Context: an optimization exercise on an open-source flow, tuned for small area, a short achievable clock period and few clock cycles. The choices shown serve that exercise and are no tape-out recipe. No functional check of the RTL was part of any run shown here. The flow treats the clock pin as an ideal source, which a real chip does not have. Power and IR drop assume default switching activity.

### flow/config.mk
export PLATFORM = sky130hd
export DESIGN_NAME = sha256_padder
export DESIGN_NICKNAME = sha256_padder
export VERILOG_FILES = /design/flow/design.v
export SDC_FILE = /design/flow/constraint.sdc
export NUM_CORES = 4
export LEC_CHECK = 0
export ABC_AREA = 1
export CAP_MARGIN = 20
export CORE_MARGIN = 2
export CORE_UTILIZATION = 60
export CTS_CLUSTER_DIAMETER = 80
export CTS_CLUSTER_SIZE = 30
export SLEW_MARGIN = 20
### flow/constraint.sdc
create_clock -name core_clock -period 4.0 [get_ports {clock}]
set_input_delay 0.8000 -clock core_clock [delete_from_list [all_inputs] [get_ports {clock}]]
set_output_delay 0.8000 -clock core_clock [all_outputs]
set_load 0.01 [all_outputs]
### flow/design.v
`timescale 1ns/1ps
module sha256_padder (
	input  logic         clock,
	input  logic         regin_reset,
	input  logic         go,
	input  logic [5:0]   msg_len,
	input  logic [7:0]   mem_data,
	output logic [6:0]   mem_req,
	output logic [511:0] block,
	output logic         pad_rdy
);
	logic       en;      
	logic [5:0] addr;    
	logic       vld;     
	logic       clr;     
	logic       hd;      
	logic [5:0] len;     
	logic       busy;
	logic       accept;
	logic       done;
	logic [7:0] msg [0:54];   
	logic       mark55;       
	assign busy   = en | vld | clr;
	assign accept = go & ~busy;
	assign done   = (clr | vld) & ~en;
	assign mem_req = {en, addr};
	always_ff @(posedge clock) begin
		if (regin_reset) begin
			en      <= 1'b0;
			addr    <= 6'd0;
			vld     <= 1'b0;
			clr     <= 1'b0;
			hd      <= 1'b1;
			pad_rdy <= 1'b0;
		end else begin
			vld     <= en;
			clr     <= accept;
			hd      <= ~en & ~accept;
			pad_rdy <= done | (pad_rdy & ~accept);
			if (accept) begin
				en   <= (msg_len != 6'd0);
				addr <= msg_len - 6'd1;
			end else if (en) begin
				en   <= (addr != 6'd0);
				addr <= addr - 6'd1;
			end
		end
	end
	always_ff @(posedge clock) begin
		len <= len ^ ({6{accept}} & (msg_len ^ len));
	end
	logic sh;
	assign sh = vld;
	always_ff @(posedge clock) begin
		msg[0] <= ({8{sh}} & mem_data) | ({8{clr}} & 8'h80) | ({8{hd}} & msg[0]);
		for (int i = 1; i < 55; i++) begin
			msg[i] <= ({8{sh}} & msg[i - 1]) | ({8{hd}} & msg[i]);
		end
		mark55 <= (sh & msg[54][7]) | (hd & mark55);
	end
	always_comb begin
		block = '0;
		for (int i = 0; i < 55; i++) begin
			block[511 - 8 * i -: 8] = msg[i];
		end
		block[71] = mark55;
		block[8:3] = len;
	end
endmodule
### flow/flow/run.sh
#!/bin/bash
# Standard layout with buf_1 as the port buffer cell and the CTS root buffer
# removed (see post_cts.tcl). Each tool's output goes to standard.log.
export BUFFER_PORTS_ARGS="-buffer_cell sky130_fd_sc_hd__buf_1"
export POST_CTS_TCL=$PWD/flow/post_cts.tcl
bash standard.sh > standard.log 2>&1
### flow/flow/post_cts.tcl
set block [ord::get_db_block]
set root [$block findInst clkbuf_0_clock]
if { $root != "NULL" } {
  set in_net [[$root findITerm A] getNet]
  set out_net [[$root findITerm X] getNet]
  set sinks {}
  foreach it [$out_net getITerms] {
    if { [$it getInst] != $root } { lappend sinks $it }
  }
  puts "post_cts: root buffer drives [llength $sinks] pins"
  if { [llength $sinks] <= 4 } {
    foreach it $sinks {
      $it disconnect
      $it connect $in_net
    }
    [$root findITerm A] disconnect
    [$root findITerm X] disconnect
    odb::dbInst_destroy $root
    odb::dbNet_destroy $out_net
    puts "post_cts: removed root buffer"
  }
}
estimate_parasitics -placement
repair_timing_helper
detailed_placement
check_placement -verbose
report_clock_min_period
### flow/standard.sh
#!/bin/bash
# synth_recipe.tcl (not shown) runs the flow's synth.tcl, then flattens the netlist and writes it again
# the make line also repeats each setting of config.mk as NAME=value (left out here)
make -C /OpenROAD-flow-scripts/flow DESIGN_CONFIG=/design/flow/config.mk WORK_HOME=/design/flow/orfs CLKGATE_MAP_FILE= SYNTH_SCRIPT=/design/flow/synth_recipe.tcl "${@:-finish}"
==> flow_metrics.tcl, run 1 <==
set metrics [dict create \
    crit_start "vld$_SDFF_PP0_" \
    clock-sinks 458 \
    cp-endpoint "addr[2]$_SDFFE_PP0N_" \
    pwr-share-comb_pct 11.3 \
    reg2regPathDepth 10 \
    ir_worst_vdd_mv 0.380 \
    synthMuxAreaShare_pct 0 \
    min_period_ps 2290 \
    yosysMostFrequentCell "dfxtp_1" \
    dp_cells 2306 \
    path_class "reg -> reg" \
    critPathMostFrequentCell "nand2_1" \
    yosysUniqueCellTypes 27 \
    path_cells "nor2_2, nand2_2, clkinv_1, nand2_1, nand2_1, ha_1, or2_0, nand3_1, o211ai_1, inv_1" \
    synth_commonest_cells "452 x dfxtp_1, 448 x inv_1, 425 x o22ai_1" \
    fin_crit_sh_pct 57.4 \
    internal_power_uw 5790 \
    cp.arrival_ps 2650 \
    vias 11900 \
    syn_area_mm2 0.0150 \
    num_rows 57 \
    synth-xor-area-share_pct 0 \
    p_sw_uw 2070 \
    nets 2020 \
    grt_antenna_before_repair 0 \
    synth_top_family_by_area "compound AO/OA/AOI/OAI gates" \
    synth_compound_area_share_pct 18.8 \
    cpLargestDelayFamily "simple AND/OR/NAND/NOR gates" \
    seqPwrFrac_pct 61.3 \
    area_growth_pct 14.0 \
    synth_ff_type "dfxtp_1" \
    drv_cap 0 \
    numPortBuffers 471 \
    clock-skew-final_ps 23.0 \
    drt_pass1_iterations 6 \
    routed_wl_mm 40.5 \
    cp.required_ps 4350 \
    p_leak_uw 0.00566 \
    drive_above_1_share_pct 1.90 \
    rsz0062_at_grt "false" \
    instances_no_fill 2326 \
    cts_tree "yes" \
    synthSimpleGateAreaFrac_pct 1.95 \
    clk_pin_slew_worst_paths_ps 110 \
    overflow 0 \
    maxSlewHeadroom_pct 22.2 \
    synth_area_per_cell_um2 9.37 \
    grt_pass1_vias 10900 \
    synth-async-reset-ratio_pct 0 \
    insertion_delay_ps 400 \
    utilization_pct 69.9 \
    final_max_slew_viol_count 0 \
    globalplace.congestion 0.883 \
    yosys_warnings 2 \
    dp_hpwl_mm 30.1 \
    tns_ps 0 \
    drtIter0Drc 972 \
    cpPeakStageDelay_ps 650 \
    yosysSeqAreaShare_pct 61.5 \
    die_h_um 162 \
    synth_top_cell_by_area "dfxtp_1" \
    rrSetupSlack_ps 1710 \
    antenna_cells 0 \
    wl_per_cell_um 17.4 \
    yosys_register_bits 458 \
    synth_top_area_share_pct 60.3 \
    critPathSlowestCell "dfxtp_1" \
    dieArea_mm2 0.0263 \
    grt_max_degree 197 \
    ant_nets 0 \
    drcViolationCount 0 \
    floorplan.initialDensity_pct 61.4 \
    hold_path_class "reg -> reg" \
    final.fill_count 2081 \
    io_pins 537 \
    r2r_end "addr[2]$_SDFFE_PP0N_" \
    synth_edf_count 6 \
    synthAdderAreaFrac_pct 0.0834 \
    max_freq_ghz 0.436 \
    setup_slack_ps 1710 \
    die_x_um 162 \
    r2r-start "vld$_SDFF_PP0_" \
    switching_share_pct 26.4 \
    worstSetupPathDepth 10 \
    grtUsageTotal_pct 29.0 \
    avgViaCountPerCell 5.11 \
    power.share.clock_pct 27.5 \
    crit_path_end_kind "register" \
    synthTopCellsByArea "dfxtp_1 60%, o22ai_1 18%, inv_1 11%" \
    place_ws_ps 1500 \
    worstMarginPinSlew_ps 1170 \
    finalHoldViolations 0 \
    power_density_mw_per_mm2 460 \
    outcome "finished clean" \
    setup-violations-final 0 \
    grt_pass1_wl_mm 60.4 \
    cp_num_buf_inv 2 \
    cp-start-kind "register" \
    syn-instance-count 1601 \
    core_mm2 0.0245 \
    critPathMaxFanout 15 \
]
-- per-layer routing --
layer | track usage (%) | share of wire, % | vias up
li1 | - | - | 5917
met3 | 9.12 | 8.5 | 89
met4 | 13.2 | 5.1 | 0
met5 | 0 | 0 | -
met1 | 34.6 | 39 | 5478
met2 | 48.2 | 48 | 391
-- logic make-up after synthesis --
logic type | Yosys count
adder cells (fa/ha/maj) | 1
buffers and inverters | 616
AO/OA/AOI/OAI | 456
AND/OR/NAND/NOR | 69
other | 1
flip-flops | 458
-- sequential cells by signal, summed over array words and instances, names as in the netlist, named ones only --
| name | count |
|---|---|
| hd | 1 |
| vld | 1 |
| addr | 6 |
| msg | 440 |
| clr | 1 |
| pad_rdy | 1 |
| en | 1 |
| mark55 | 1 |
-- worst min path at each step --
stage | startpoint | end | cells after the start
global route | msg[18][4]$_DFF_P_ | msg[18][4]$_DFF_P_ | 2
finish | msg[54][6]$_DFF_P_ | msg[54][6]$_DFF_P_ | 2
detailed placement | msg[54][6]$_DFF_P_ | msg[54][6]$_DFF_P_ | 2
global placement | msg[54][6]$_DFF_P_ | msg[54][6]$_DFF_P_ | 2
floorplan | mark55$_DFF_P_ | mark55$_DFF_P_ | 2
-- cell usage in the layout (no fill, tap or decap), drive strengths merged, types with 2 or more instances in the layout --
cell	instances
inv	450
o21ai	22
nor2	10
nand2	42
a21oi	7
nand3	14
clkinv	2
buf	482
conb	65
edfxtp	6
clkbuf	19
dfxtp	452
o22ai	425
-- tightest hold or removal path: cells and delay by family, from the launching register on --
kind | cells | cell delay [ps]
compound gates | 1 | 60
flops | 1 | 340
simple gates | 1 | 40
-- stage by stage --
step	power (uW)	hold slack [ps]	instance area (um^2)
final	7870	465	17100
after global routing	8190	496	17100
after detailed placement	5800	444	16600
after global placement	5790	439	16600
after floorplan	5580	429	15200
-- power by group through the flow --
stage	registers (uW)	logic [uW]	clock network [uW]
finish	4820	886	2160
global route	4840	981	2370
detailed placement	4920	880	0
global placement	4920	875	0
floorplan	4970	617	0
-- cell type report --
| class | instances | area, um^2 | share of cell area (%) |
|---|---|---|---|
| multi-input combinational | 591 | 3380 | 19.7 |
| clock buffer | 19 | 454 | 2.66 |
| sequential | 458 | 9230 | 54.0 |
| inverter | 451 | 1710 | 9.99 |
| clock inverter | 1 | 30.0 | 0.176 |
| timing repair buffer | 482 | 1900 | 11.1 |
| tap | 324 | 405 | 2.37 |
==> inputs of run 2 (changes only) <==
--- a/flow/config.mk
+++ b/flow/config.mk
@@ -11,4 +11,5 @@
 export CORE_UTILIZATION = 60
 export CTS_CLUSTER_DIAMETER = 80
 export CTS_CLUSTER_SIZE = 30
+export SETUP_SLACK_MARGIN = 2.3
 export SLEW_MARGIN = 20
==> run 2 against run 1 <==
  * Still clean on timing, DRC and antenna
  * Die area stayed put
  * Total power is 5.3% higher
  * Sequential power is 1% higher
  * Final area is 26% higher
  * Sequential share of layout area is 8.2 points lower
  * Clock power is 3% higher
  * Synthesized area stayed put
  * First-iteration DRC count is 12% higher
  * Clock skew is 20 ps higher
  * Combinational power is 34% higher
  * Via count is 10% higher
  * Critical path type unchanged
  * Largest power group unchanged
  * Highest routed layer unchanged
==> flow_metrics.tcl, run 2 <==
set metrics [dict create \
    multi_input_area_mm2 0.00344 \
    core_mm2 0.0245 \
    yosysMostFrequentCell "dfxtp_1" \
    clock-skew-final_ps 43.4 \
    avgViaCountPerCell 5.53 \
    globalplace.congestion 0.855 \
    hold_path_class "reg -> reg" \
    num_rows 57 \
    outcome "finished clean" \
    clk_pin_slew_worst_paths_ps 110 \
    syn_area_mm2 0.0150 \
    rsz0062_at_grt "true" \
    grt_antenna_before_repair 0 \
    cp-start-kind "register" \
    cts_tree "yes" \
    drcViolationCount 0 \
    final.fill_count 1205 \
    grt_max_degree 158 \
    setup-violations-final 0 \
    reg2regPathDepth 3 \
    grt_pass1_vias 13100 \
    synthAdderAreaFrac_pct 0.0834 \
    syn-instance-count 1601 \
    largest_register_ffs 440 \
    drv_cap 0 \
    insertion_delay_ps 420 \
    path_cells "inv_12, buf_12, o22ai_1" \
    drt_pass1_iterations 5 \
    maxSlewHeadroom_pct 48.4 \
    rrSetupSlack_ps 2260 \
    tns_ps 0 \
    yosys_warnings 2 \
    r2r_end "msg[11][5]$_DFF_P_" \
    worstMarginPinSlew_ps 774 \
    r2r-start "vld$_SDFF_PP0_" \
    cpPeakStageDelay_ps 420 \
    synth-xor-area-share_pct 0 \
    p_leak_uw 0.00837 \
    ir_worst_vdd_mv 0.463 \
    placed_area_mm2 0.0167 \
    yosysSeqAreaShare_pct 61.5 \
    synth_compound_area_share_pct 18.8 \
    synth_area_per_cell_um2 9.37 \
    floorplan.initialDensity_pct 61.4 \
    routed_wl_mm 49.4 \
    vias 13100 \
    cp.required_ps 4260 \
    drive_above_1_share_pct 48.6 \
    numPortBuffers 471 \
    synth_top_cell_by_area "dfxtp_1" \
    io_pins 537 \
    regArea_mm2 0.00983 \
    synth_commonest_cells "452 x dfxtp_1, 448 x inv_1, 425 x o22ai_1" \
    reg_top3 "msg: 440 flops, addr: 6 flops" \
    worstHoldPathCells 2 \
    grtUsageTotal_pct 35.6 \
    critPathSlowestCell "dfxtp_4" \
    yosysUniqueCellTypes 27 \
    min-delay-start "msg[26][7]$_DFF_P_" \
    hold_ws_ps 476 \
    path_class "reg -> reg" \
    fin_crit_sh_pct 43.4 \
    max_freq_ghz 0.576 \
    top_register "msg" \
    finalHoldViolations 0 \
    dieArea_mm2 0.0263 \
    cp.arrival_ps 2000 \
    ant_nets 0 \
    instances_no_fill 2365 \
    synth_ff_type "dfxtp_1" \
    die_h_um 162 \
    wl_per_cell_um 20.9 \
    final_max_slew_viol_count 0 \
    layout_common_cells "453 x buf_6, 447 x inv_1, 438 x dfxtp_2" \
    dp_cells 2305 \
    synth-async-reset-ratio_pct 0 \
    synth_top_area_share_pct 60.3 \
    area_growth_pct 43.1 \
    synthSimpleGateAreaFrac_pct 1.95 \
    dp_hpwl_mm 30.7 \
    critPathMaxFanout 157 \
    die_x_um 162 \
    clock-sinks 458 \
    power_density_mw_per_mm2 386 \
    final_common_cell "buf_6" \
    antenna_cells 0 \
    yosys_register_bits 458 \
    synthTopCellsByArea "dfxtp_1 60%, o22ai_1 18%, inv_1 11%" \
    drtIter0Drc 1084 \
    fin_area_mm2 0.0215 \
    hold_end "msg[27][7]$_DFF_P_" \
    synth_edf_count 6 \
    grt_pass1_wl_mm 73.6 \
    min_period_ps 1740 \
    nets 2058 \
    crit_path_end_kind "register" \
    overflow 0 \
    synth_top_family_by_area "compound AO/OA/AOI/OAI gates" \
    synthMuxAreaShare_pct 0 \
]
-- run 2: cell counts after synthesis --
No cell type changed its count.
-- run 2: worst max-delay path, delay by kind of cell (launching register included) --
family	cells	cell delay [ps]
buffers and inverters	2	810
flip-flops	1	420
AO/OA/AOI/OAI	1	210
-- run 2: worst max-delay path by stage --
stage                         from                   end  slack, ps  cells past startpoint
finish              vld$_SDFF_PP0_    msg[11][5]$_DFF_P_       2260                      3
global route        vld$_SDFF_PP0_    msg[11][5]$_DFF_P_       2180                      3
detailed placement              go  addr[2]$_SDFFE_PP0N_       1780                     11
global placement                go  addr[2]$_SDFFE_PP0N_       1810                     11
floorplan                       go  addr[2]$_SDFFE_PP0N_       2170                     10
-- run 2: through the flow --
step,setup slack (ps),power [uW],utilization [%]
global placement,1810,5800,68.1
detailed placement,1780,5810,68.1
floorplan,2170,5610,-
finish,2260,8280,87.8
global route,2180,8540,87.8
-- run 2: layer usage --
layer / up-vias / track usage (%) / wire [um]
met1: 6249 / 38.5 / 17000
met3: 178 / 9.75 / 4110
met2: 662 / 62.0 / 24600
li1: 5982 / - / -
met5: - / 0 / 0
met4: 0 / 21.9 / 3660
-- run 2: cells by family (layout without fill, tap and decap cells) --
group,count (synthesis),in the layout
other,1,65
flip-flops,458,458
AO/OA/AOI/OAI,456,456
buffers and inverters,616,992
adder cells (fa/ha/maj),1,1
AND/OR/NAND/NOR,69,69
-- run 2: power by group --
part | internal [uW] | switching [uW] | total (uW)
combinational | 468 | 722 | 1190
sequential | 4740 | 131 | 4880
clock | 844 | 1370 | 2220
total | 6060 | 2230 | 8280
-- run 2: area by class of cell --
type / instances / share of cell area [%]
clock buffer: 19 / 2.12
clock inverter: 2 / 0.181
inverter: 451 / 8.12
multi-input combinational: 591 / 16.0
sequential: 458 / 45.8
tap: 324 / 1.89
timing repair buffer: 518 / 25.9
timing repair inverter: 2 / 0.0816
==> inputs of run 3 (changes only) <==
==> flow/design.v (replaced) <==
`timescale 1ns/1ps
module sha256_padder (
	input  logic         clock,
	input  logic         regin_reset,
	input  logic         go,
	input  logic [5:0]   msg_len,
	input  logic [7:0]   mem_data,
	output logic [6:0]   mem_req,
	output logic [511:0] block,
	output logic         pad_rdy
);
	logic       en;      
	logic [5:0] addr;    
	logic       vld;     
	logic       clr;     
	logic       hd;      
	logic [5:0] len;     
	logic       accept;
	logic [7:0] msg [0:54];   
	logic       mark55;       
	assign accept  = go & hd;
	assign mem_req = {en, addr};
	always_ff @(posedge clock) begin
		if (regin_reset) begin
			en      <= 1'b0;
			vld     <= 1'b0;
			clr     <= 1'b0;
			hd      <= 1'b1;
			pad_rdy <= 1'b0;
		end else begin
			en      <= hd ? (go & (msg_len != 6'd0)) : (en & (addr != 6'd0));
			vld     <= en;
			clr     <= accept;
			hd      <= ~en & ~accept;
			pad_rdy <= ((clr | vld) & ~en) | (pad_rdy & ~go);
		end
	end
	always_ff @(posedge clock) begin
		addr <= hd ? msg_len - 6'd1 : addr - 6'd1;
	end
	always_ff @(posedge clock) begin
		if (accept) begin
			len <= msg_len;
		end
	end
	always_ff @(posedge clock) begin
		msg[0] <= ({8{vld}} & mem_data) | ({8{clr}} & 8'h80) | ({8{hd}} & msg[0]);
		for (int i = 1; i < 55; i++) begin
			msg[i] <= ({8{vld}} & msg[i - 1]) | ({8{hd}} & msg[i]);
		end
		mark55 <= (vld & msg[54][7]) | (hd & mark55);
	end
	always_comb begin
		block = '0;
		for (int i = 0; i < 55; i++) begin
			block[511 - 8 * i -: 8] = msg[i];
		end
		block[71] = mark55;
		block[8:3] = len;
	end
endmodule
--- a/flow/config.mk
+++ b/flow/config.mk
@@ -5,11 +5,10 @@
 export SDC_FILE = /design/flow/constraint.sdc
 export NUM_CORES = 4
 export LEC_CHECK = 0
-export ABC_AREA = 1
 export CAP_MARGIN = 20
 export CORE_MARGIN = 2
 export CORE_UTILIZATION = 60
 export CTS_CLUSTER_DIAMETER = 80
 export CTS_CLUSTER_SIZE = 30
-export SETUP_SLACK_MARGIN = 2.3
+export SETUP_SLACK_MARGIN = 2.2
 export SLEW_MARGIN = 20
==> run 3 against run 2 <==
  * The run now fails in clock tree synthesis
  * Synthesized area shrank 4.9%
  * Synthesized cell count shrank 31%
==> flow_metrics.tcl, run 3 <==
set metrics [dict create \
    outcome "stopped before the end" \
    stop_stage "clock tree synthesis" \
    firstError "[ERROR DPL-0033] detailed placement checks failed during check placement." \
    synthAdderAreaFrac_pct 0.0876 \
    die_h_um 158 \
    yosysSeqAreaShare_pct 64.6 \
    synth-async-reset-ratio_pct 0 \
    synth_top_area_share_pct 63.4 \
    globalplace.congestion 0.849 \
    synth_top_cell_by_area "dfxtp_1" \
    floorplan.initialDensity_pct 61.0 \
    synth_commonest_cells "452 x dfxtp_1, 440 x a22o_1, 67 x buf_4" \
    synth-xor-area-share_pct 0.245 \
    synth_top_family_by_area "compound AO/OA/AOI/OAI gates" \
    syn-instance-count 1098 \
    numPortBuffers 471 \
    yosys_register_bits 458 \
    dp_cells 1792 \
    synthTopCellsByArea "dfxtp_1 63%, a22o_1 27%, buf_4 3.5%" \
    yosysUniqueCellTypes 29 \
    synth_edf_count 6 \
    yosys_warnings 2 \
    dp_hpwl_mm 26.4 \
    num_rows 56 \
    die_x_um 158 \
    synthSimpleGateAreaFrac_pct 0.500 \
    yosysMostFrequentCell "dfxtp_1" \
    syn_area_mm2 0.0143 \
    synth_ff_type "dfxtp_1" \
    io_pins 537 \
    synth_area_per_cell_um2 13.0 \
    clock-sinks 458 \
    synth_compound_area_share_pct 27.6 \
    synthMuxAreaShare_pct 0.351 \
]
## run 3: cell count changes after synthesis, moves of 7 or more
cell,delta
nand2_1,-40
nand3_1,-14
nor2_1,-7
a22o_1,+440
inv_1,-447
buf_1,+11
buf_2,-9
o22ai_1,-425
o21ai_0,-20
## run 3: logic make-up after synthesis
kind of cell,after synthesis
flops,458
compound gates,451
buf+inv,167
simple gates,11
mux,5
xor+xnor,4
fa+ha+maj,1
other cells,1
## run 3: worst min-delay path by stage
stage                              endpoint            from  slack, ps
after detailed placement  msg[0][7]$_DFF_P_  clr$_SDFF_PP0_        440
after global placement    msg[0][7]$_DFF_P_  clr$_SDFF_PP0_        440
after floorplan           msg[0][7]$_DFF_P_  clr$_SDFF_PP0_        430
## run 3: metrics by stage
stage	power [uW]	instance area (um^2)	setup WS, ps
detailed placement	5140	15900	2110
global placement	5140	15900	2140
floorplan	5080	14500	2280
## run 3: power by group through the flow
stage / clock network [uW] / logic [uW] / registers, uW
after floorplan: 0 / 307 / 4770
after global placement: 0 / 339 / 4800
after detailed placement: 0 / 340 / 4800
==> inputs of run 4 (changes only) <==
--- a/flow/config.mk
+++ b/flow/config.mk
@@ -10,5 +10,4 @@
 export CORE_UTILIZATION = 60
 export CTS_CLUSTER_DIAMETER = 80
 export CTS_CLUSTER_SIZE = 30
-export SETUP_SLACK_MARGIN = 2.2
 export SLEW_MARGIN = 20
==> run 4 against run 3 <==
  * Now clean on timing, DRC and antenna
  * Synthesized area is the same
  * Synthesized cell count stayed put
==> flow_metrics.tcl, run 4 <==
set metrics [dict create \
    grt_pass1_vias 8827 \
    numPortBuffers 471 \
    final.fill_count 1828 \
    io_pins 537 \
    largest_register_ffs 440 \
    synth_edf_count 6 \
    core_mm2 0.0234 \
    cp.arrival_ps 2240 \
    grt_pass1_wl_mm 52.6 \
    yosysUniqueCellTypes 29 \
    placed_area_mm2 0.0159 \
    p_leak_uw 0.00627 \
    reg_top3 "msg: 440 flops, addr: 6 flops, len: 6 flops" \
    cpLargestDelayFamily "flip-flops" \
    clk_pin_slew_worst_paths_ps 110 \
    tns_ps 0 \
    cpPeakStageDelay_ps 980 \
    ant_nets 0 \
    power_density_mw_per_mm2 441 \
    final_max_slew_viol_count 0 \
    grtUsageTotal_pct 26.7 \
    routed_wl_mm 37.2 \
    synth_commonest_cells "452 x dfxtp_1, 440 x a22o_1, 67 x buf_4" \
    floorplan.initialDensity_pct 61.0 \
    fin_area_mm2 0.0164 \
    wl_per_cell_um 20.5 \
    synth-async-reset-ratio_pct 0 \
    num_rows 56 \
    synth_ff_type "dfxtp_1" \
    yosysSeqAreaShare_pct 64.6 \
    cp-start-kind "register" \
    synth_top_area_share_pct 63.4 \
    dp_hpwl_mm 26.4 \
    area_growth_pct 14.7 \
    ir_worst_vdd_mv 0.377 \
    layout_common_cells "471 x buf_1, 450 x dfxtp_1, 440 x a22o_1" \
    final_common_cell "buf_1" \
    rsz0062_at_grt "false" \
    finalHoldViolations 0 \
    drcViolationCount 0 \
    drt_pass1_iterations 5 \
    synth_top_cell_by_area "dfxtp_1" \
    fin_crit_sh_pct 48.3 \
    worstMarginPinSlew_ps 948 \
    vias 10200 \
    cp.required_ps 4310 \
    syn_area_mm2 0.0143 \
    setup_slack_ps 2070 \
    insertion_delay_ps 390 \
    yosys_register_bits 458 \
    drtIter0Drc 921 \
    grt_antenna_before_repair 3 \
    crit_path_end_kind "register" \
    min_period_ps 1930 \
    syn-instance-count 1098 \
    clock-sinks 458 \
    max_freq_ghz 0.518 \
    grt_max_degree 147 \
    top_register "msg" \
    total_power_uw 7220 \
    critPathMaxFanout 146 \
    die_h_um 158 \
    cp_num_buf_inv 1 \
    critPathSlowestCell "dfxtp_4" \
    yosysMostFrequentCell "dfxtp_1" \
    avgViaCountPerCell 5.63 \
    drv_cap 0 \
    die_x_um 158 \
    dieArea_mm2 0.0250 \
    outcome "finished clean" \
    nets 1511 \
    maxSlewHeadroom_pct 36.8 \
    synth_area_per_cell_um2 13.0 \
    hold_path_class "reg -> reg" \
    overflow 0 \
    path_class "reg -> reg" \
    globalplace.congestion 0.849 \
    setup-violations-final 0 \
    yosys_warnings 2 \
    synthTopCellsByArea "dfxtp_1 63%, a22o_1 27%, buf_4 3.5%" \
    cts_tree "yes" \
    clock-skew-final_ps 27.3 \
    place_ws_ps 2110 \
    drive_above_1_share_pct 1.87 \
    hold_ws_ps 464 \
    path_cells "buf_12, a22o_1" \
]
==> run 4: metal layers <==
metal  wire length, um  vias to the layer above  track usage (%)
met5                 0                        -                0
met4              1160                        0             8.75
met3              3270                       52             8.87
met2             17900                      339             44.3
met1             14900                     5011             33.0
li1                  -                     4820                -
==> run 4: path summary, 6_finish.rpt <==
check             slack (ps)                 to      startpoint  cells past startpoint
setup reg to reg        2070  msg[9][6]$_DFF_P_   hd$_SDFF_PP1_                      2
setup / recovery        2070  msg[9][6]$_DFF_P_   hd$_SDFF_PP1_                      2
hold / removal           460  msg[0][7]$_DFF_P_  clr$_SDFF_PP0_                      1
hold reg to reg          460  msg[0][7]$_DFF_P_  clr$_SDFF_PP0_                      1
==> run 4: cells by family (layout without fill, tap and decap cells) <==
group,Yosys count,in the layout,share of synthesized area [%]
and+or+nand+nor,11,11,0.500
AOI/OAI and AO/OA,451,451,27.6
buffers and inverters,167,500,6.56
muxes,5,5,0.351
adders and majority gates,1,1,0.0876
xor gates and xnor gates,4,4,0.245
other,1,68,0.0263
DFF,458,458,64.6
==> run 4: metrics by stage <==
stage,util [%],cells
floorplan,-,1162
global placement,67.9,1792
detailed placement,67.9,1792
global route,70.0,1817
finish,70.0,1817
==> run 4: area by class of cell <==
cell class	count	area, um^2	share of cell area (%)
multi-input combinational	537	4350	26.6
sequential	458	9240	56.4
inverter	1	3.75	0.0229
tap	319	399	2.44
clock buffer	21	462	2.82
timing repair buffer	477	1890	11.5
antenna	3	7.51	0.0458
clock inverter	1	30.0	0.183
==> run 4: report_power, final <==
part           switching (uW)  internal (uW)
clock network            1330            847
registers                79.6           4620
logic                     256           87.2
total                    1660           5550
==> inputs of run 5 (changes only) <==
--- a/flow/config.mk
+++ b/flow/config.mk
@@ -7,7 +7,8 @@
 export LEC_CHECK = 0
 export CAP_MARGIN = 20
 export CORE_MARGIN = 2
-export CORE_UTILIZATION = 60
+export CORE_UTILIZATION = 50
 export CTS_CLUSTER_DIAMETER = 80
 export CTS_CLUSTER_SIZE = 30
+export SETUP_SLACK_MARGIN = 2.25
 export SLEW_MARGIN = 20
==> run 5 against run 4 <==
  * Sequential cell count is the same
  * Count of clock-buffer cells in the layout is 1 higher
  * Combinational power rose by 54%
  * Worst setup slack better by 190 ps
  * Largest power group unchanged
  * First-iteration DRC count grew 18%
  * Die area is 19% higher
  * Non-clock buffer count grew 436
  * Largest cell class unchanged
  * Final area is 45% higher
  * Synthesized area unchanged
  * Sequential power hardly changed
  * Hold slack worse by 4.4 ps
  * Still clean
==> flow_metrics.tcl, run 5 <==
set metrics [dict create \
    instances_no_fill 2315 \
    top_register "msg" \
    cts_tree "yes" \
    dieArea_mm2 0.0299 \
    synth_area_per_cell_um2 13.0 \
    grt_pass1_wl_mm 77.9 \
    cpLargestDelayFamily "flip-flops" \
    r2r_end "msg[36][2]$_DFF_P_" \
    tns_ps 0 \
    cpPeakStageDelay_ps 380 \
    path_class "reg -> out" \
    clock-skew-final_ps 15.6 \
    overflow 0 \
    synth_ff_type "dfxtp_1" \
    grt_pass1_vias 12900 \
    p_sw_uw 1770 \
    core_mm2 0.0279 \
    grt_max_degree 148 \
    drive_above_1_share_pct 71.0 \
    finalHoldViolations 0 \
    reg_top3 "msg: 440 flops, addr: 6 flops, len: 6 flops" \
    floorplan.initialDensity_pct 51.1 \
    top_usage_layer "met2" \
    numPortBuffers 471 \
    yosysUniqueCellTypes 29 \
    rrSetupSlack_ps 2370 \
    syn_area_mm2 0.0143 \
    power.share.clock_pct 30.6 \
    yosys_register_bits 458 \
    rsz0062_at_grt "true" \
    switching_share_pct 23.7 \
    avgViaCountPerCell 5.50 \
    dp_hpwl_mm 26.8 \
    critPathSlowestCell "edfxtp_1" \
    synth_commonest_cells "452 x dfxtp_1, 440 x a22o_1, 67 x buf_4" \
    grt_use_met1_pct 36.2 \
    worstHoldPathCells 1 \
    cp_num_buf_inv 1 \
    globalplace.congestion 0.817 \
    min_period_ps 1740 \
    cp.arrival_ps 940 \
    crit_path_end_kind "primary output" \
    worstMarginPinSlew_ps 627 \
    ir_worst_vdd_mv 0.381 \
    max_freq_ghz 0.573 \
    grt_antenna_before_repair 7 \
    hold_end "msg[0][7]$_DFF_P_" \
    seqPwrFrac_pct 62.4 \
    clk_pin_slew_worst_paths_ps 110 \
    routed_wl_mm 52.0 \
    area_growth_pct 66.5 \
    final_common_cell "buf_6" \
    drcViolationCount 0 \
    insertion_delay_ps 410 \
    grtUsageTotal_pct 32.7 \
    yosysMostFrequentCell "dfxtp_1" \
    largest_register_ffs 440 \
    wl_per_cell_um 22.5 \
    cp.required_ps 3200 \
    synthTopCellsByArea "dfxtp_1 63%, a22o_1 27%, buf_4 3.5%" \
    path_cells "buf_2" \
    drt_pass1_iterations 8 \
    synth_edf_count 6 \
    total_power_uw 7490 \
    critPathMaxFanout 1 \
    synth_top_cell_by_area "dfxtp_1" \
    drtIter0Drc 1089 \
    use_met3_pct 9.67 \
    final_max_slew_viol_count 0 \
    clock-sinks 458 \
    syn-instance-count 1098 \
    maxSlewHeadroom_pct 58.2 \
    use_met2_pct 57.1 \
    setup-violations-final 0 \
    num_rows 61 \
    min-delay-start "clr$_SDFF_PP0_" \
    hold_path_class "reg -> reg" \
    internal_power_uw 5720 \
    die_x_um 173 \
    pwr-share-comb_pct 7.1 \
    drv_cap 0 \
    reg2regPathDepth 2 \
    p_leak_uw 0.0112 \
    outcome "finished clean" \
    power_density_mw_per_mm2 315 \
    yosys_warnings 2 \
    layout_common_cells "449 x buf_6, 441 x dfxtp_2, 440 x a22o_1" \
    vias 12700 \
    die_h_um 173 \
    ant_nets 0 \
    yosysSeqAreaShare_pct 64.6 \
    nets 1947 \
    dp_cells 1853 \
    utilization_pct 85.1 \
    synth_top_area_share_pct 63.4 \
    io_pins 537 \
    fin_crit_sh_pct 43.6 \
    r2r-start "hd$_SDFF_PP1_" \
    synth-async-reset-ratio_pct 0 \
    cp-start-kind "register" \
]
==> run 5: power groups by stage <==
stage                     Combinational (uW)  Clock [uW]  Sequential, uW
final                                    530        2290            4670
after global placement                   358           0            4790
after global routing                     564        2480            4680
after detailed placement                 356           0            4790
after floorplan                          307           0            4770
==> run 5: kinds of logic after synthesis <==
kind of cell,synth area share (%)
AO/OA/AOI/OAI,27.6
adder cells (fa/ha/maj),0.0876
flip-flops,64.6
multiplexers,0.351
AND/OR/NAND/NOR,0.500
buffers and inverters,6.56
other,0.0263
XOR/XNOR,0.245
==> run 5: final cells by class <==
cell class / count / area (um^2)
flip-flops and latches: 458 / 9820
repair buffers: 913 / 8590
multi-input cells: 537 / 4350
fillers: 1354 / 4170
clock buffers: 22 / 495
well taps: 378 / 473
clock inverters: 3 / 20.0
diodes: 3 / 7.51
inverters: 1 / 3.75
==> run 5: worst max-delay path by stage <==
stage | startpoint | end | slack, ps | cells past startpoint
floorplan | msg_len[2] | addr[5]$_DFF_P_ | 2280 | 3
detailed placement | msg_len[2] | addr[5]$_DFF_P_ | 2100 | 4
finish | len[1]$_DFFE_PP_ | block[4] | 2260 | 1
global route | len[1]$_DFFE_PP_ | block[4] | 2210 | 1
global placement | msg_len[2] | addr[5]$_DFF_P_ | 2130 | 4
==> run 5: through the flow <==
step | cell area (um^2) | setup slack [ps] | hold slack [ps]
2_1_floorplan | 14500 | 2280 | 425
3_3_place_gp | 16000 | 2130 | 437
5_1_grt | 23800 | 2210 | 479
6_report | 23800 | 2260 | 460
3_5_place_dp | 16000 | 2100 | 437
==> run 5: routing by layer <==
| layer | share of wire, % | wire, um |
|---|---|---|
| met5 | 0.10 | 52 |
| met4 | 5.4 | 2800 |
| met3 | 8.5 | 4430 |
| met2 | 49 | 25700 |
| met1 | 36 | 19000 |
==> inputs of run 6 (changes only) <==
--- a/flow/config.mk
+++ b/flow/config.mk
@@ -10,5 +10,5 @@
 export CORE_UTILIZATION = 50
 export CTS_CLUSTER_DIAMETER = 80
 export CTS_CLUSTER_SIZE = 30
-export SETUP_SLACK_MARGIN = 2.25
+export SETUP_SLACK_MARGIN = 2.15
 export SLEW_MARGIN = 20
==> run 6 against run 5 <==
  * Still clean on timing, DRC and antenna
  * First-iteration DRC count shrank 33%
  * Core utilization fell by 19 points
  * Hold slack better by 1.4 ps
  * Critical path depth unchanged
  * Clock power is 2% lower
  * Fmax decreased by 0.47%
  * Largest cell class unchanged
  * Highest routed layer unchanged
==> flow_metrics.tcl, run 6 <==
set metrics [dict create \
    yosysUniqueCellTypes 29 \
    io_pins 537 \
    maxSlewHeadroom_pct 48.8 \
    drive_above_1_share_pct 62.4 \
    pwr-share-comb_pct 6.0 \
    floorplan.initialDensity_pct 51.1 \
    cp-start-kind "register" \
    insertion_delay_ps 400 \
    outcome "finished clean" \
    reg2regPathDepth 2 \
    hold_path_class "reg -> reg" \
    dieArea_mm2 0.0299 \
    vias 10500 \
    top_register "msg" \
    synth_top_cell_by_area "dfxtp_1" \
    area_growth_pct 29.3 \
    grt_pass1_wl_mm 59.2 \
    synthTopCellsByArea "dfxtp_1 63%, a22o_1 27%, buf_4 3.5%" \
    crit_start "len[4]$_DFFE_PP_" \
    synth_edf_count 6 \
    synth_area_per_cell_um2 13.0 \
    cp_num_buf_inv 1 \
    yosysSeqAreaShare_pct 64.6 \
    nets 1583 \
    final_max_slew_viol_count 0 \
    final_common_cell "a22o_1" \
    max_freq_ghz 0.571 \
    clock-sinks 458 \
    min-delay-start "clr$_SDFF_PP0_" \
    die_h_um 173 \
    internal_power_uw 5650 \
    crit_path_end_kind "primary output" \
    routed_wl_mm 40.2 \
    finalHoldViolations 0 \
    synth_compound_area_share_pct 27.6 \
    cpPeakStageDelay_ps 390 \
    synth_top_family_by_area "compound AO/OA/AOI/OAI gates" \
    drcViolationCount 0 \
    die_x_um 173 \
    min_period_ps 1750 \
    overflow 0 \
    num_rows 61 \
    largest_register_ffs 440 \
    synth_commonest_cells "452 x dfxtp_1, 440 x a22o_1, 67 x buf_4" \
    syn_area_mm2 0.0143 \
    reg_top3 "msg: 440 flops, addr: 6 flops, len: 6 flops" \
    synth-xor-area-share_pct 0.245 \
    rrSetupSlack_ps 2320 \
    setup_slack_ps 2250 \
    tns_ps 0 \
    syn-instance-count 1098 \
    cpLargestDelayFamily "flip-flops" \
    ant_nets 0 \
    path_cells "buf_2" \
    path_class "reg -> out" \
    worstMarginPinSlew_ps 769 \
    p_sw_uw 1700 \
    worstHoldPathCells 1 \
    use_met3_pct 7.94 \
    synth_ff_type "dfxtp_1" \
    fin_area_mm2 0.0185 \
    cts_tree "yes" \
    grt_antenna_before_repair 6 \
    power.share.clock_pct 30.5 \
    placed_area_mm2 0.0160 \
    final.fill_count 2235 \
    top_usage_layer "met2" \
    grt_max_degree 202 \
    ir_worst_vdd_mv 0.361 \
    drtIter0Drc 732 \
    cp.required_ps 3200 \
    core_mm2 0.0279 \
    hold_end "msg[0][7]$_DFF_P_" \
    p_leak_uw 0.00888 \
    wl_per_cell_um 20.6 \
    globalplace.congestion 0.817 \
    switching_share_pct 23.1 \
    clk_pin_slew_worst_paths_ps 110 \
    r2r-start "hd$_SDFF_PP1_" \
    synthAdderAreaFrac_pct 0.0876 \
    grt_pass1_vias 9807 \
    r2r_end "msg[13][1]$_DFF_P_" \
    grt_use_met1_pct 30.0 \
    power_density_mw_per_mm2 398 \
    drt_pass1_iterations 7 \
    place_ws_ps 2100 \
    synth-async-reset-ratio_pct 0 \
    critPathSlowestCell "edfxtp_1" \
    synthMuxAreaShare_pct 0.351 \
    avgViaCountPerCell 5.40 \
    grtUsageTotal_pct 24.7 \
    setup-violations-final 0 \
    numPortBuffers 471 \
    cp.arrival_ps 950 \
    clock-skew-final_ps 13.1 \
    dp_hpwl_mm 26.8 \
    drv_cap 0 \
    rsz0062_at_grt "false" \
    synthSimpleGateAreaFrac_pct 0.500 \
    critPathMaxFanout 1 \
    yosys_register_bits 458 \
    synth_top_area_share_pct 63.4 \
    fin_crit_sh_pct 43.8 \
    layout_common_cells "440 x a22o_1, 415 x dfxtp_2, 357 x buf_2" \
    seqPwrFrac_pct 63.6 \
    use_met2_pct 41.6 \
    yosysMostFrequentCell "dfxtp_1" \
    yosys_warnings 2 \
]
-- run 6: cell types whose count changed in the layout (fill, tap and decap cells not counted), moves of 3 or more --
| cell | delta |
|---|---|
| buf_4 | -285 |
| dfxtp_2 | -26 |
| buf_6 | -433 |
| buf_2 | +352 |
| dfxtp_1 | +27 |
| buf_1 | +3 |
-- run 6: layout make-up --
cell class                      instances  area (um^2)  share of cell area, %
Antenna cell                            3         7.51                 0.0407
Clock buffer                           22          495                   2.68
Clock inverter                          3         20.0                  0.108
Inverter                                1         3.75                 0.0203
Multi-Input combinational cell        537         4350                   23.6
Sequential cell                       458         9780                   53.0
Tap cell                              378          473                   2.56
Timing Repair Buffer                  549         3320                   18.0
-- run 6: routing by layer --
layer	wire (um)	vias up	share of wire, %
met5	38	-	0.094
met4	1290	6	3.2
met3	3330	68	8.3
met2	19300	362	48
met1	16300	5134	41
li1	-	4975	-
-- run 6: cells by family after synthesis --
logic type | after synthesis
AO/OA/AOI/OAI | 451
XOR/XNOR | 4
adder cells (fa/ha/maj) | 1
buffers and inverters | 167
flip-flops | 458
multiplexers | 5
other | 1
AND/OR/NAND/NOR | 11
-- run 6: power by group through the flow --
| stage | Combinational (uW) | Sequential (uW) | Clock [uW] |
|---|---|---|---|
| global route | 470 | 4680 | 2470 |
| global placement | 358 | 4790 | 0 |
| finish | 438 | 4670 | 2240 |
| floorplan | 307 | 4770 | 0 |
| detailed placement | 356 | 4790 | 0 |
-- run 6: through the flow --
stage	utilization (%)	total power [uW]	hold slack (ps)	cells
2_1_floorplan	-	5080	425	1162
3_3_place_gp	57.1	5150	437	1853
3_5_place_dp	57.1	5150	437	1853
5_1_grt	66.1	7630	480	1951
6_report	66.1	7350	461	1951
-- run 6: worst max path at each step --
stage / to / depth (start not counted)
after global placement: addr[5]$_DFF_P_ / 4
after global routing: block[5] / 1
after floorplan: addr[5]$_DFF_P_ / 3
final: block[7] / 1
after detailed placement: addr[5]$_DFF_P_ / 4
==> inputs of run 7 (changes only) <==
--- a/flow/design.v
+++ b/flow/design.v
@@ -15,6 +15,7 @@
 	logic       clr;     
 	logic       hd;      
 	logic [5:0] len;     
+	logic [5:0] lenq;    
 	logic       accept;
 	logic [7:0] msg [0:54];   
 	logic       mark55;       
@@ -42,6 +43,7 @@
 		if (accept) begin
 			len <= msg_len;
 		end
+		lenq <= len;
 	end
 	always_ff @(posedge clock) begin
 		msg[0] <= ({8{vld}} & mem_data) | ({8{clr}} & 8'h80) | ({8{hd}} & msg[0]);
@@ -56,6 +58,6 @@
 			block[511 - 8 * i -: 8] = msg[i];
 		end
 		block[71] = mark55;
-		block[8:3] = len;
+		block[8:3] = lenq;
 	end
 endmodule
--- a/flow/config.mk
+++ b/flow/config.mk
@@ -7,8 +7,7 @@
 export LEC_CHECK = 0
 export CAP_MARGIN = 20
 export CORE_MARGIN = 2
-export CORE_UTILIZATION = 50
+export CORE_UTILIZATION = 70
 export CTS_CLUSTER_DIAMETER = 80
 export CTS_CLUSTER_SIZE = 30
-export SETUP_SLACK_MARGIN = 2.15
 export SLEW_MARGIN = 20
==> run 7 against run 6 <==
  * The flow now stops in I/O pin placement
  * Synthesized cell count is 0.55% higher
  * Synthesized area rose by 0.84%
==> flow_metrics.tcl, run 7 <==
set metrics [dict create \
    outcome "stopped before the end" \
    stop_stage "I/O pin placement" \
    firstError "[ERROR PPL-0024] Number of IO pins (537) exceeds maximum number of available positions (526). Increase the die perimeter from 589.66um to 730.32um." \
    synth_top_area_share_pct 63.7 \
    synth_area_per_cell_um2 13.0 \
    floorplan.initialDensity_pct 71.2 \
    synthTopCellsByArea "dfxtp_1 64%, a22o_1 27%, buf_4 3.5%" \
    synth-async-reset-ratio_pct 0 \
    yosys_warnings 2 \
    yosysUniqueCellTypes 29 \
    die_h_um 147 \
    synth_ff_type "dfxtp_1" \
    yosysMostFrequentCell "dfxtp_1" \
    num_rows 52 \
    synth_commonest_cells "458 x dfxtp_1, 440 x a22o_1, 67 x buf_4" \
    yosysSeqAreaShare_pct 64.9 \
    syn-instance-count 1104 \
    syn_area_mm2 0.0144 \
    synth_top_cell_by_area "dfxtp_1" \
    yosys_register_bits 464 \
    synth_edf_count 6 \
    die_x_um 147 \
]
==> run 7: logic make-up after synthesis <==
family                     after synthesis  share of synthesized area, %
DFF                                    464                          64.9
AOI/OAI and AO/OA                      451                          27.4
buffers and inverters                  167                          6.50
and+or+nand+nor                         11                         0.495
muxes                                    5                         0.348
xor gates and xnor gates                 4                         0.243
adders and majority gates                1                        0.0869
other                                    1                        0.0260
==> inputs of run 8 (changes only) <==
--- a/flow/config.mk
+++ b/flow/config.mk
@@ -6,6 +6,7 @@
 export NUM_CORES = 4
 export LEC_CHECK = 0
 export CAP_MARGIN = 20
+export CORE_ASPECT_RATIO = 4
 export CORE_MARGIN = 2
 export CORE_UTILIZATION = 70
 export CTS_CLUSTER_DIAMETER = 80
==> run 8 against run 7 <==
  * The run now finishes clean
  * Synthesized cell count unchanged
  * Synthesized area unchanged
==> flow_metrics.tcl, run 8 <==
set metrics [dict create \
    cp.required_ps 4340 \
    drcViolationCount 0 \
    yosys_warnings 2 \
    power.share.clock_pct 29.6 \
    cts_tree "yes" \
    drt_pass1_iterations 5 \
    final_common_cell "buf_1" \
    p_sw_uw 1620 \
    clock-skew-final_ps 17.5 \
    avgViaCountPerCell 5.84 \
    grtUsageTotal_pct 29.2 \
    grt_antenna_before_repair 0 \
    outcome "finished clean" \
    synth_top_cell_by_area "dfxtp_1" \
    die_h_um 291 \
    drv_cap 0 \
    overflow 0 \
    core_mm2 0.0204 \
    clock-sinks 464 \
    place_ws_ps 2070 \
    synth_area_per_cell_um2 13.0 \
    grt_pass1_wl_mm 50.7 \
    io_pins 537 \
    yosysUniqueCellTypes 29 \
    hold_path_class "reg -> reg" \
    syn_area_mm2 0.0144 \
    worstMarginPinSlew_ps 769 \
    area_growth_pct 13.9 \
    grt_pass1_vias 9365 \
    synth_top_area_share_pct 63.7 \
    die_x_um 75.7 \
    top_register "msg" \
    synth_commonest_cells "458 x dfxtp_1, 440 x a22o_1, 67 x buf_4" \
    nets 1518 \
    seqPwrFrac_pct 65.7 \
    antenna_cells 0 \
    dieArea_mm2 0.0220 \
    insertion_delay_ps 380 \
    maxSlewHeadroom_pct 48.7 \
    final.fill_count 1313 \
    regArea_mm2 0.00936 \
    finalHoldViolations 0 \
    num_rows 105 \
    cp-start-kind "register" \
    p_leak_uw 0.00631 \
    max_freq_ghz 0.520 \
    clk_pin_slew_worst_paths_ps 110 \
    crit_path_end_kind "register" \
    synthTopCellsByArea "dfxtp_1 64%, a22o_1 27%, buf_4 3.5%" \
    internal_power_uw 5600 \
    layout_common_cells "471 x buf_1, 456 x dfxtp_1, 440 x a22o_1" \
    largest_register_ffs 440 \
    vias 10300 \
    tns_ps 0 \
    cp.arrival_ps 2260 \
    critPathMaxFanout 188 \
    path_class "reg -> reg" \
    yosysSeqAreaShare_pct 64.9 \
    ant_nets 0 \
    drtIter0Drc 556 \
    yosys_register_bits 464 \
    synth_edf_count 6 \
    fin_crit_sh_pct 48.1 \
    drive_above_1_share_pct 1.93 \
    rsz0062_at_grt "false" \
    globalplace.congestion 0.829 \
    floorplan.initialDensity_pct 70.7 \
    setup_slack_ps 2080 \
    wl_per_cell_um 19.4 \
    setup-violations-final 0 \
    min_period_ps 1920 \
    multi_input_area_mm2 0.00435 \
    numPortBuffers 471 \
    dp_hpwl_mm 24.1 \
    switching_share_pct 22.4 \
    pwr-share-comb_pct 4.7 \
    synth_ff_type "dfxtp_1" \
    ir_worst_vdd_mv 0.556 \
    syn-instance-count 1104 \
    routed_wl_mm 34.3 \
    power_density_mw_per_mm2 440 \
    synth-async-reset-ratio_pct 0 \
    yosysMostFrequentCell "dfxtp_1" \
    grt_max_degree 189 \
    final_max_slew_viol_count 0 \
]
run 8: cell counts after synthesis:
Identical to the previous run, type by type.
run 8: area by class of cell:
cell class / instances / area share (%)
Sequential cell: 464 / 57.0
Multi-Input combinational cell: 537 / 26.5
Clock inverter: 1 / 0.0992
Inverter: 1 / 0.0229
Clock buffer: 20 / 2.79
Timing Repair Buffer: 478 / 11.5
Tap cell: 267 / 2.04
run 8: worst max-delay path, stage by stage (launching register included):
cell,delay [ps]
dfxtp_4,830
buf_12,610
a22o_1,270
run 8: layer usage:
metal  up-vias  part of all wire [%]  GRT usage (%)
met4         0                   3.6           10.2
met1      4928                    39           37.5
met3        54                    10           8.60
met2       511                    47           45.9
met5         -                     0              0
li1       4839                     -              -
run 8: cells by family after synthesis:
| group | count (synthesis) | synth area share, % |
|---|---|---|
| compound gates | 451 | 27.4 |
| xor+xnor | 4 | 0.243 |
| fa+ha+maj | 1 | 0.0869 |
| buf+inv | 167 | 6.50 |
| flops | 464 | 64.9 |
| mux | 5 | 0.348 |
| other cells | 1 | 0.0260 |
| simple gates | 11 | 0.495 |
run 8: final timing paths:
path                                            to  slack, ps  cells past startpoint             start
worst max-delay path            msg[29][4]$_DFF_P_       2080                      2     hd$_SDFF_PP1_
worst min-delay path               lenq[0]$_DFF_P_        350                      0  len[0]$_DFFE_PP_
worst max register to register  msg[29][4]$_DFF_P_       2080                      2     hd$_SDFF_PP1_
worst min register to register     lenq[0]$_DFF_P_        350                      0  len[0]$_DFFE_PP_
run 8: metrics by stage:
step           total power [uW]  std cells  util (%)  hold slack, ps  instance area [um^2]
2_1_floorplan              5150       1168         -             323                 14600
3_3_place_gp               5180       1747      78.2             325                 15900
3_5_place_dp               5190       1747      78.2             327                 15900
5_1_grt                    7450       1768      80.6             363                 16400
6_report                   7220       1768      80.6             351                 16400
run 8: power by group through the flow:
stage	Combinational [uW]	Sequential, uW	Clock [uW]
detailed placement	334	4850	0
floorplan	307	4840	0
global placement	332	4850	0
global route	367	4760	2320
finish	339	4750	2130
==> inputs of run 9 (changes only) <==
==> flow/flow/run.sh (replaced) <==
#!/bin/bash
# Standard layout with: buf_2 as the port buffer cell, a fanout cap for
# repair_design (pre_resize.tcl) and the CTS root buffer removed
# (post_cts.tcl). The tools' output goes to standard.log.
export BUFFER_PORTS_ARGS="-buffer_cell sky130_fd_sc_hd__buf_2"
export PRE_RESIZE_TCL=$PWD/flow/pre_resize.tcl
export POST_CTS_TCL=$PWD/flow/post_cts.tcl
export FLOW_MAX_FANOUT=16
bash standard.sh > standard.log 2>&1
==> flow/flow/pre_resize.tcl (new file) <==
# Before repair_design: cap the fanout so the wide control nets (shift and
# hold selects of the block register) get buffer trees.
set_max_fanout $::env(FLOW_MAX_FANOUT) [current_design]
==> run 9 against run 8 <==
  * Synthesized area is the same
  * Sequential power about the same
  * Final area grew 7.4%
  * Worst setup slack worse by 1900 ps
  * Combinational power up 39%
  * Global-route usage is 4.2 points higher
  * Die area did not move
  * Sequential share of layout area shrank 3.9 points
  * Largest cell class unchanged
==> flow_metrics.tcl, run 9 <==
set metrics [dict create \
    yosysSeqAreaShare_pct 64.9 \
    syn-instance-count 1104 \
    avgViaCountPerCell 5.98 \
    final_common_cell "buf_2" \
    final_max_slew_viol_count 0 \
    grtUsageTotal_pct 33.3 \
    numPortBuffers 471 \
    clock-skew-final_ps 15.4 \
    largest_register_ffs 440 \
    critPathMaxFanout 16 \
    num_rows 105 \
    path_class "reg -> reg" \
    yosys_register_bits 464 \
    grt_pass1_wl_mm 57.6 \
    critPathMostFrequentCell "clkdlybuf4s50_1" \
    layout_common_cells "471 x buf_2, 456 x dfxtp_1, 440 x a22o_1" \
    drtIter0Drc 530 \
    die_h_um 291 \
    place_ws_ps -1220 \
    cp-start-kind "register" \
    hold_path_class "reg -> reg" \
    grt_max_degree 32 \
    synth_commonest_cells "458 x dfxtp_1, 440 x a22o_1, 67 x buf_4" \
    tns_ps 0 \
    final.fill_count 1088 \
    insertion_delay_ps 380 \
    cp_num_buf_inv 5 \
    floorplan.initialDensity_pct 70.7 \
    dieArea_mm2 0.0220 \
    max_freq_ghz 0.264 \
    maxSlewHeadroom_pct 58.4 \
    cp.required_ps 4340 \
    drcViolationCount 0 \
    clk_pin_slew_worst_paths_ps 110 \
    vias 11000 \
    cp.arrival_ps 4120 \
    grt_antenna_before_repair 1 \
    power_density_mw_per_mm2 417 \
    crit_path_end_kind "register" \
    top_register "msg" \
    area_growth_pct 22.4 \
    synthTopCellsByArea "dfxtp_1 64%, a22o_1 27%, buf_4 3.5%" \
    io_pins 537 \
    synth_top_cell_by_area "dfxtp_1" \
    drv_cap 0 \
    min_period_ps 3780 \
    p_leak_uw 0.00861 \
    globalplace.congestion 0.857 \
    synth_edf_count 6 \
    fin_crit_sh_pct 94.5 \
    synth_area_per_cell_um2 13.0 \
    grt_pass1_vias 10500 \
    synth_top_area_share_pct 63.7 \
    yosysUniqueCellTypes 29 \
    overflow 0 \
    die_x_um 75.7 \
    yosysMostFrequentCell "dfxtp_1" \
    clock-sinks 464 \
    cts_tree "yes" \
    setup-violations-final 0 \
    yosys_warnings 2 \
    cpLargestDelayFamily "buffers and inverters" \
    cpPeakStageDelay_ps 930 \
    critPathSlowestCell "clkdlybuf4s50_1" \
    rsz0062_at_grt "false" \
    dp_hpwl_mm 28.4 \
    drive_above_1_share_pct 32.5 \
    drt_pass1_iterations 4 \
    nets 1585 \
    routed_wl_mm 38.2 \
    syn_area_mm2 0.0144 \
    synth-async-reset-ratio_pct 0 \
    ir_worst_vdd_mv 0.502 \
    synth_ff_type "dfxtp_1" \
    path_cells "clkdlybuf4s50_1, clkdlybuf4s15_2, buf_12, clkdlybuf4s50_1, clkdlybuf4s50_1, a22o_1" \
    finalHoldViolations 0 \
    ant_nets 0 \
    core_mm2 0.0204 \
    setup_slack_ps 219 \
    outcome "finished clean" \
    wl_per_cell_um 20.8 \
    worstMarginPinSlew_ps 622 \
]
[run 9: cell counts after synthesis]
No cell type changed its count.
[run 9: metrics by stage]
step	std cells	hold slack [ps]	cell area, um^2	total power, uW	util, %
after floorplan	1168	323	14600	5150	-
after global placement	1747	324	16500	5190	81.1
after detailed placement	1817	327	17200	5300	84.5
after global routing	1836	373	17600	7570	86.5
final	1836	351	17600	7360	86.5
[run 9: cell families (layout without fill, tap and decap cells)]
family	count (synthesis)	after routing	synth area share, %
fa+ha+maj	1	1	0.0869
simple gates	11	11	0.495
mux	5	5	0.348
flops	464	464	64.9
other cells	1	66	0.0260
xor+xnor	4	4	0.243
compound gates	451	451	27.4
buf+inv	167	567	6.50
[run 9: final timing paths]
kind         cells after the start        startpoint  slack, ps            endpoint
max                              6     hd$_SDFF_PP1_        220  msg[20][3]$_DFF_P_
min                              0  len[5]$_DFFE_PP_        350     lenq[5]$_DFF_P_
max reg2reg                      6     hd$_SDFF_PP1_        220  msg[20][3]$_DFF_P_
min reg2reg                      0  len[5]$_DFFE_PP_        350     lenq[5]$_DFF_P_
[run 9: routing by layer]
| layer | vias up | part of all wire [%] | global-route usage [%] |
|---|---|---|---|
| met1 | 5357 | 37 | 40.7 |
| met2 | 578 | 50 | 55.7 |
| li1 | 4971 | - | - |
| met5 | - | 0 | 0 |
| met3 | 80 | 9.2 | 8.46 |
| met4 | 0 | 3.5 | 10.9 |
[run 9: area by class of cell]
class	instances	area [um^2]	share of cell area, %
timing repair buffer	545	3100	17.6
inverter	1	3.75	0.0213
antenna	1	2.50	0.0142
clock inverter	1	16.3	0.0923
clock buffer	20	458	2.60
multi-input combinational	537	4350	24.7
tap	267	334	1.90
sequential	464	9360	53.1
[run 9: report_power, final]
| part | total, uW | switching, uW | internal [uW] | leakage, uW |
|---|---|---|---|---|
| sequential | 4720 | 42.6 | 4680 | 0.00375 |
| clock | 2160 | 1320 | 840 | 0.000231 |
| combinational | 472 | 307 | 165 | 0.00462 |
| total | 7360 | 1670 | 5680 | 0.00861 |
[run 9: worst register-to-register path: cells and delay by family (launching register included)]
| family | cells | cell delay [ps] |
|---|---|---|
| flip-flops | 1 | 350 |
| buffers and inverters | 5 | 3140 |
| AO/OA/AOI/OAI | 1 | 250 |
==> inputs of run 10 (changes only) <==
--- a/flow/config.mk
+++ b/flow/config.mk
@@ -6,9 +6,8 @@
 export NUM_CORES = 4
 export LEC_CHECK = 0
 export CAP_MARGIN = 20
-export CORE_ASPECT_RATIO = 4
 export CORE_MARGIN = 2
-export CORE_UTILIZATION = 70
+export CORE_UTILIZATION = 50
 export CTS_CLUSTER_DIAMETER = 80
 export CTS_CLUSTER_SIZE = 30
 export SLEW_MARGIN = 20
==> run 10 against run 9 <==
  * Routed wire length rose by 5.2%
  * Sequential cell count did not move
  * Clock power increased by 2%
  * First-iteration DRC count up 22%
  * Register-to-register slack got worse by 80 ps
  * Synthesized area unchanged
  * Worst setup slack got worse by 77 ps
  * Die area up 37%
  * Final cell count up 6.5%
  * Via count down 4.0%
  * Core utilization fell by 24 points
  * Largest power group unchanged
==> flow_metrics.tcl, run 10 <==
set metrics [dict create \
    min-delay-start "len[5]$_DFFE_PP_" \
    pwr-share-comb_pct 6.5 \
    wl_per_cell_um 20.6 \
    synth_ff_type "dfxtp_1" \
    path_cells "clkdlybuf4s50_1, clkdlybuf4s15_2, buf_12, clkdlybuf4s50_1, clkdlybuf4s50_1, a22o_1" \
    r2r_end "msg[13][6]$_DFF_P_" \
    power_density_mw_per_mm2 416 \
    floorplan.initialDensity_pct 50.4 \
    fin_crit_sh_pct 96.4 \
    area_growth_pct 23.8 \
    numPortBuffers 471 \
    setup-violations-final 0 \
    regArea_mm2 0.00936 \
    synth_commonest_cells "458 x dfxtp_1, 440 x a22o_1, 67 x buf_4" \
    clk_pin_slew_worst_paths_ps 110 \
    final_common_cell "buf_2" \
    top_register "msg" \
    dp_cells 1935 \
    placed_area_mm2 0.0174 \
    io_pins 537 \
    synth_area_per_cell_um2 13.0 \
    fin_area_mm2 0.0178 \
    ant_nets 0 \
    p_sw_uw 1720 \
    finalHoldViolations 0 \
    min_period_ps 3860 \
    grt_max_degree 32 \
    avgViaCountPerCell 5.39 \
    cp.required_ps 4340 \
    drt_pass1_iterations 7 \
    cp.arrival_ps 4190 \
    cts_tree "yes" \
    outcome "finished clean" \
    instances_no_fill 1955 \
    nets 1585 \
    drtIter0Drc 649 \
    synth_top_cell_by_area "dfxtp_1" \
    syn_area_mm2 0.0144 \
    cp-start-kind "register" \
    synth_top_area_share_pct 63.7 \
    yosys_warnings 2 \
    die_x_um 174 \
    cpPeakStageDelay_ps 960 \
    worstMarginPinSlew_ps 1050 \
    critPathSlowestCell "clkdlybuf4s50_1" \
    drv_cap 0 \
    clock-sinks 464 \
    cpLargestDelayFamily "buffers and inverters" \
    globalplace.congestion 0.809 \
    critPathMaxFanout 16 \
    grt_antenna_before_repair 4 \
    tns_ps 0 \
    core_mm2 0.0285 \
    power.share.clock_pct 29.8 \
    grt_pass1_wl_mm 59.4 \
    path_class "reg -> reg" \
    worstHoldPathCells 0 \
    p_leak_uw 0.00864 \
    reg2regPathDepth 6 \
    final_max_slew_viol_count 0 \
    dp_hpwl_mm 30.5 \
    r2r-start "vld$_SDFF_PP0_" \
    seqPwrFrac_pct 63.7 \
    num_rows 62 \
    synth_edf_count 6 \
    rsz0062_at_grt "false" \
    drcViolationCount 0 \
    critPathMostFrequentCell "clkdlybuf4s50_1" \
    yosysSeqAreaShare_pct 64.9 \
    syn-instance-count 1104 \
    insertion_delay_ps 400 \
    grtUsageTotal_pct 24.8 \
    yosysUniqueCellTypes 29 \
    switching_share_pct 23.2 \
    yosysMostFrequentCell "dfxtp_1" \
    clock-skew-final_ps 17.9 \
    drive_above_1_share_pct 32.6 \
    ir_worst_vdd_mv 0.251 \
    vias 10500 \
    multi_input_area_mm2 0.00435 \
    layout_common_cells "471 x buf_2, 456 x dfxtp_1, 440 x a22o_1" \
    largest_register_ffs 440 \
    hold_path_class "reg -> reg" \
    internal_power_uw 5690 \
    synth-async-reset-ratio_pct 0 \
    rrSetupSlack_ps 140 \
    dieArea_mm2 0.0302 \
    hold_end "lenq[5]$_DFF_P_" \
    maxSlewHeadroom_pct 29.7 \
    hold_ws_ps 353 \
    grt_pass1_vias 9683 \
    yosys_register_bits 464 \
    cp_num_buf_inv 5 \
    max_freq_ghz 0.259 \
    overflow 0 \
    final.fill_count 2464 \
    die_h_um 174 \
    synthTopCellsByArea "dfxtp_1 64%, a22o_1 27%, buf_4 3.5%" \
    crit_path_end_kind "register" \
    routed_wl_mm 40.2 \
]
## run 10: worst register-to-register path, delay by kind of cell, from the launching register on
| kind | cells | cell delay, ps |
|---|---|---|
| flops | 1 | 360 |
| buf+inv | 5 | 3230 |
| compound gates | 1 | 220 |
## run 10: layout make-up
cell class	count	share of cell area, %
sequential	464	52.5
clock buffer	21	2.59
clock inverter	2	0.112
antenna	1	0.0140
timing repair buffer	545	17.7
inverter	1	0.0211
tap	384	2.69
multi-input combinational	537	24.4
## run 10: metal layers
| metal | vias up | part of all wire, % | track usage, % |
|---|---|---|---|
| li1 | 4989 | - | - |
| met1 | 5170 | 42 | 31.0 |
| met2 | 334 | 48 | 41.6 |
| met3 | 47 | 7.8 | 7.63 |
| met4 | 6 | 2.4 | 6.76 |
| met5 | - | 0.11 | 0 |
## run 10: how the worst max path moves through the flow
stage | to | startpoint | cells past startpoint | slack, ps
after floorplan | addr[5]$_DFF_P_ | msg_len[2] | 3 | 2280
after global placement | addr[5]$_DFF_P_ | msg_len[2] | 4 | 2100
after detailed placement | msg[50][0]$_DFF_P_ | hd$_SDFF_PP1_ | 7 | -1560
after global routing | msg[11][2]$_DFF_P_ | vld$_SDFF_PP0_ | 6 | 0.3
final | msg[13][6]$_DFF_P_ | vld$_SDFF_PP0_ | 6 | 140
## run 10: power groups by stage
| stage | Sequential (uW) | Combinational (uW) | Clock, uW |
|---|---|---|---|
| detailed placement | 4830 | 497 | 0 |
| global route | 4730 | 519 | 2420 |
| finish | 4720 | 484 | 2210 |
| floorplan | 4840 | 307 | 0 |
| global placement | 4850 | 372 | 0 |
## run 10: kinds of logic (layout without fill, tap and decap cells)
group	Yosys count	in the layout	share of synthesized area [%]
flops	464	464	64.9
fa+ha+maj	1	1	0.0869
compound gates	451	451	27.4
mux	5	5	0.348
simple gates	11	11	0.495
other cells	1	66	0.0260
buf+inv	167	569	6.50
xor+xnor	4	4	0.243
## run 10: metrics by stage
stage          power, uW  utilization, %  worst slack (ps)
6_report            7420            62.5               142
3_3_place_gp        5220            58.5              2100
2_1_floorplan       5150               -              2280
3_5_place_dp        5320            60.9             -1560
5_1_grt             7670            62.5             0.297

[port drivers added, routing unchanged]
How much do the figures lean on ideal ports? The routed layouts below were timed once more, with nothing changed but the port constraints. Step 1 assumes that a clkbuf_16 drives the clock port and a buf_2 every other input. Step 2, shift: input delay + t, output delay - t, t = (earliest + latest rising clock arrival at the registers) / 2. This alone moves slack from input paths to output paths. a / b / c = ideal ports / drivers / drivers and shift; a / b = the first two.
| run | shift t [ns] | setup slack, ns | worst setup path at the end |
|---|---|---|---|
| run 1 | 0.452 | 1.706 / 1.706 / 1.493 | input to register |
| run 2 | 0.463 | 2.264 / 2.210 / 1.836 | input to register |
| run 4 | 0.440 | 2.070 / 2.057 / 2.070 | register to register |
| run 5 | 0.467 | 2.256 / 2.191 / 2.054 | input to register |
| run 6 | 0.456 | 2.247 / 2.184 / 2.063 | input to register |
| run 8 | 0.440 | 2.077 / 2.067 / 1.954 | input to register |
| run 9 | 0.445 | 0.219 / 0.219 / 0.219 | register to register |
| run 10 | 0.454 | 0.142 / 0.142 / 0.142 | register to register |
After both steps every run listed still meets setup and hold. The setup slack of run 2, which loses most, moves by -0.054 ns with the drivers and by -0.428 ns with both steps.
